Context: an optimization exercise on an open-source flow, tuned for small area, a short achievable clock period and few clock cycles per item. The choices shown serve that exercise and are no tape-out recipe.
Function was checked by simulation only, so behaviour that the tests miss may differ from the original.
The clock port is modelled as an ideal driver; clocking choices that lean on that would not hold on a real chip.
Power figures rest on the tool's default switching activity, not on a simulated workload.

==> flow/design.v <==
package rpwl_pkg;
    localparam logic [1:0] MODE_LOAD   = 2'd0;
    localparam logic [1:0] MODE_COMMIT = 2'd1;
    localparam logic [1:0] MODE_READ   = 2'd2;
    localparam logic [1:0] MODE_CLEAR  = 2'd3;
    localparam logic [7:0] ERASED_BYTE = 8'hFF;
    typedef struct packed {
        logic [1:0] mode;
        logic [1:0] container_index;
        logic [3:0] byte_offset;
        logic [7:0] data_in;
    } cmd_t;
    typedef struct packed {
        logic [7:0] data_out;
        logic [2:0] page_slot;
        logic       last;
    } result_t;
endpackage
module rpwl_ram #(
    parameter int DEPTH = 512,
    parameter int AW    = 9
) (
    input  logic          clk,
    input  logic          we,
    input  logic [AW-1:0] waddr,
    input  logic [7:0]    wdata,
    input  logic          re,
    input  logic [AW-1:0] raddr,
    output logic [7:0]    rdata
);
    logic [7:0] mem [DEPTH];
    logic [7:0] rdata_reg;
    always_ff @(posedge clk)
    begin
        if (we)
        begin
            mem[waddr] <= wdata;
        end
        if (re)
        begin
            rdata_reg <= mem[raddr];
        end
    end
    assign rdata = rdata_reg;
endmodule
module rotating_page_wear_leveler #(
    parameter int PAGES               = 8,
    parameter int CONTAINERS_PER_PAGE = 4,
    parameter int CONTAINER_BYTES     = 16
) (
    input  logic              clk,
    input  logic              rst_n,
    input  logic              start,
    input  rpwl_pkg::cmd_t    cmd,
    output logic              busy,
    output logic              strobe,
    output rpwl_pkg::result_t result
);
    localparam int PW  = $clog2(PAGES);
    localparam int BIW = $clog2(CONTAINER_BYTES);
    localparam int CIW = $clog2(CONTAINERS_PER_PAGE);
    logic [7:0] page [CONTAINERS_PER_PAGE][CONTAINER_BYTES];
    logic [7:0] stg  [CONTAINER_BYTES];
    logic [CONTAINERS_PER_PAGE-1:0] cval_reg;
    logic [CONTAINERS_PER_PAGE-1:0] cwe_reg;
    logic [PW-1:0]                  tgt_reg;
    logic [PW-1:0]                  src_page;
    logic                           rd_reg;
    logic                           busy_reg;
    logic [CONTAINER_BYTES-1:0]     pos_reg;
    logic [CONTAINERS_PER_PAGE-1:0] rsel_reg;
    logic [CONTAINER_BYTES-1:0]     wq_we_reg;
    logic                           wq_clr_reg;
    logic [7:0]                     wq_data_reg;
    logic                           strobe_reg;
    rpwl_pkg::result_t              result_reg;
    logic           accept, acc_load, acc_commit, acc_read, acc_clear;
    logic [7:0]     byte0, stream_byte;
    logic [7:0]     cand0 [CONTAINERS_PER_PAGE];
    assign accept     = start && !rd_reg;
    assign src_page   = tgt_reg - PW'(1);
    assign acc_load   = accept && (cmd.mode == rpwl_pkg::MODE_LOAD);
    assign acc_commit = accept && (cmd.mode == rpwl_pkg::MODE_COMMIT);
    assign acc_read   = accept && (cmd.mode == rpwl_pkg::MODE_READ);
    assign acc_clear  = accept && (cmd.mode == rpwl_pkg::MODE_CLEAR);
    always_comb
    begin
        for (int k = 0; k < CONTAINERS_PER_PAGE; k++)
        begin
            if (cwe_reg[k])
            begin
                cand0[k] = stg[0];
            end
            else if (cval_reg[k])
            begin
                cand0[k] = page[k][0];
            end
            else
            begin
                cand0[k] = rpwl_pkg::ERASED_BYTE;
            end
        end
    end
    assign byte0 = cand0[cmd.container_index];
    always_comb
    begin
        stream_byte = ((cval_reg & rsel_reg) == '0) ? rpwl_pkg::ERASED_BYTE : 8'h00;
        for (int k = 0; k < CONTAINERS_PER_PAGE; k++)
        begin
            for (int b = 0; b < CONTAINER_BYTES; b++)
            begin
                if (rsel_reg[k] && pos_reg[b])
                begin
                    stream_byte = stream_byte | page[k][b];
                end
            end
        end
    end
    always_ff @(posedge clk or negedge rst_n)
    begin
        if (!rst_n)
        begin
            cval_reg    <= '0;
            cwe_reg     <= '0;
            tgt_reg     <= '0;
            rd_reg      <= 1'b0;
            busy_reg    <= 1'b0;
            wq_clr_reg  <= 1'b1;
            strobe_reg  <= 1'b0;
        end
        else
        begin
            cval_reg   <= cval_reg | cwe_reg;
            cwe_reg    <= '0;
            wq_clr_reg <= acc_clear;
            strobe_reg <= acc_commit || acc_read || rd_reg;
            busy_reg   <= acc_read || (rd_reg && !pos_reg[CONTAINER_BYTES-1]);
            if (acc_commit)
            begin
                cwe_reg[cmd.container_index] <= 1'b1;
                tgt_reg    <= tgt_reg + PW'(1);
            end
            if (acc_read)
            begin
                rd_reg       <= 1'b1;
            end
            if (rd_reg)
            begin
                if (pos_reg[CONTAINER_BYTES-1])
                begin
                    rd_reg   <= 1'b0;
                end
            end
        end
    end
    always_ff @(posedge clk)
    begin
        wq_we_reg <= '0;
        if (rd_reg)
        begin
            wq_we_reg <= pos_reg;
        end
        else if (acc_load)
        begin
            wq_we_reg[cmd.byte_offset] <= 1'b1;
        end
        else if (acc_read)
        begin
            wq_we_reg[0] <= 1'b1;
        end
        if (rd_reg)
        begin
            pos_reg     <= {pos_reg[CONTAINER_BYTES-2:0], 1'b0};
            result_reg  <= {stream_byte, src_page, pos_reg[CONTAINER_BYTES-1]};
            wq_data_reg <= stream_byte;
        end
        else
        begin
            result_reg  <= cmd.mode[1] ? {byte0, src_page, 1'b0} : {8'h00, tgt_reg, 1'b1};
            wq_data_reg <= cmd.mode[1] ? byte0 : cmd.data_in;
            pos_reg     <= CONTAINER_BYTES'(2);
            rsel_reg    <= CONTAINERS_PER_PAGE'(1) << cmd.container_index;
        end
        for (int b = 0; b < CONTAINER_BYTES; b++)
        begin
            if (wq_clr_reg || wq_we_reg[b])
            begin
                stg[b] <= wq_clr_reg ? 8'h00 : wq_data_reg;
            end
        end
        for (int k = 0; k < CONTAINERS_PER_PAGE; k++)
        begin
            if (cwe_reg[k])
            begin
                for (int b = 0; b < CONTAINER_BYTES; b++)
                begin
                    page[k][b] <= stg[b];
                end
            end
        end
    end
    assign busy   = busy_reg;
    assign strobe = strobe_reg;
    assign result = result_reg;
endmodule
Settings: LEC_CHECK=0, CAP_MARGIN=20, CORE_MARGIN=2, CORE_UTILIZATION=55, CTS_CLUSTER_DIAMETER=100, CTS_CLUSTER_SIZE=26, SLEW_MARGIN=20, SYNTH_MEMORY_MAX_BITS=8192; clock period 8.0 ns.
standard.sh (not shown) runs the stock make flow with config.mk's settings and CLKGATE_MAP_FILE= SYNTH_SCRIPT=/design/flow/synth_recipe.tcl, a recipe that flattens the netlist after the stock synthesis.
==> flow/flow/run.sh <==
#!/bin/bash
set -euo pipefail
bash standard.sh finish SETUP_SLACK_MARGIN=5.3 > layout_make.log 2>&1
The baseline passed the timing, DRC and antenna checks.
Testbench counts at the start, summed over its fixed seeds: cycles 23,764, items 12,000.
Next try:
==> flow/flow/run.sh (replaced) <==
#!/bin/bash
set -euo pipefail
bash standard.sh finish SETUP_SLACK_MARGIN=5.6 > layout_make.log 2>&1
=>
- die area stays the same
- routed wire length is higher by 3.1%
- setup slack gains 17 ps
- power is higher by 0.57%
- hold slack loses 4.5 ps

* * *

Setup of before:
// rotating_page_wear_leveler: RTL as listed in full above, without the edits since
export LEC_CHECK = 0
export CAP_MARGIN = 20
export CORE_MARGIN = 2
export CORE_UTILIZATION = 70
export CTS_CLUSTER_DIAMETER = 100
export CTS_CLUSTER_SIZE = 26
export SLEW_MARGIN = 20
export SYNTH_MEMORY_MAX_BITS = 8192
create_clock -name core_clock -period 8.0 [get_ports {clk}]
==> flow/flow/run.sh <==
#!/bin/bash
set -euo pipefail
bash standard.sh finish SETUP_SLACK_MARGIN=5.5 > layout_make.log 2>&1
before finished every stage and its layout cleared the timing, DRC and antenna checks.
Testbench counts of before, summed over its fixed seeds: cycles 23,764, items 12,000.
### before -> after
# before
export LEC_CHECK = 0
export CAP_MARGIN = 20
export CORE_MARGIN = 2
export CORE_UTILIZATION = 70
export CTS_CLUSTER_DIAMETER = 100
export CTS_CLUSTER_SIZE = 26
export SLEW_MARGIN = 20
export SYNTH_MEMORY_MAX_BITS = 8192
create_clock -name core_clock -period 8.0 [get_ports {clk}]
# after
export LEC_CHECK = 0
export CAP_MARGIN = 20
export CORE_MARGIN = 2
export CORE_UTILIZATION = 55
export CTS_CLUSTER_DIAMETER = 100
export CTS_CLUSTER_SIZE = 26
export SLEW_MARGIN = 20
export SYNTH_MEMORY_MAX_BITS = 8192
create_clock -name core_clock -period 8.0 [get_ports {clk}]
==> flow/flow/run.sh <==
#!/bin/bash
set -euo pipefail
bash standard.sh cts SETUP_SLACK_MARGIN=5.6 > layout_make_cts.log 2>&1
openroad -no_init -exit flow/shorten_clock.tcl > shorten_clock.log 2>&1
bash standard.sh finish SETUP_SLACK_MARGIN=5.6 > layout_make_finish.log 2>&1
==> flow/flow/shorten_clock.tcl (new file) <==
# Remove the root buffer of the clock tree: its loads, the branch buffers,
# move to the clock port's net.
set r orfs/results/sky130hd/rotating_page_wear_leveler/base
read_db $r/4_cts.odb
set block [ord::get_db_block]
set root [$block findInst clkbuf_0_clk]
set rootnet [[$root findITerm X] getNet]
set clknet [[$root findITerm A] getNet]
set moved 0
foreach it [$rootnet getITerms] {
  if {[[$it getInst] getName] eq [$root getName]} { continue }
  $it disconnect
  $it connect $clknet
  incr moved
}
puts "moving $moved loads of [$rootnet getName] to [$clknet getName]"
odb::dbInst_destroy $root
odb::dbNet_destroy $rootnet
set n 0
foreach it [$clknet getITerms] { incr n }
puts "[$clknet getName] now has $n cell pins"
if {$n > 4} { error "clock port would feed $n cell pins" }
write_db $r/4_cts.odb
==> results.txt <==
- When the final numbers for after and before were put side by side, the remaining max-slew budget at the tightest pin turned out to be greater in after.
- Of after and before, the lower number of antenna violations at the first check in global routing belongs to before.
- Compared with before, after ends up with a larger final cell area.
- after vs before, total design power went up by about 0.4%.
- Across both runs, share of cells above drive strength 1 was lower for after than for before.

==> afterwards: timing with drivers on the ports <==
In the flow no input, the clock included, has a driving cell. The finished layouts below were timed again as built, in two steps. Step 1: set_driving_cell puts a clkbuf_16 on clk and a buf_2 on each other input, an assumption about the parent block. Step 2, shift: input delay + t, output delay - t, t = (earliest + latest rising clock arrival at the registers) / 2. This alone moves slack from input paths to output paths. a / b / c = no drivers / after step 1 / after step 2; a / b = the first two.
run | t, ns | setup WS [ns] | pins driven straight from the clock port
the first run of note 1 | 0.689 | 5.265 / 5.204 / 4.656 | 1
the second run of note 1 | 0.673 | 5.282 / 5.220 / 4.977 | 1
before | 0.672 | 5.269 / 5.209 / 4.906 | 1
after | 0.547 | 5.424 / 5.347 / 5.167 | 2
After both steps every run listed still meets setup and hold. The setup slack of the first run of note 1, which loses most, moves by -0.061 ns with the drivers and by -0.609 ns with both steps.
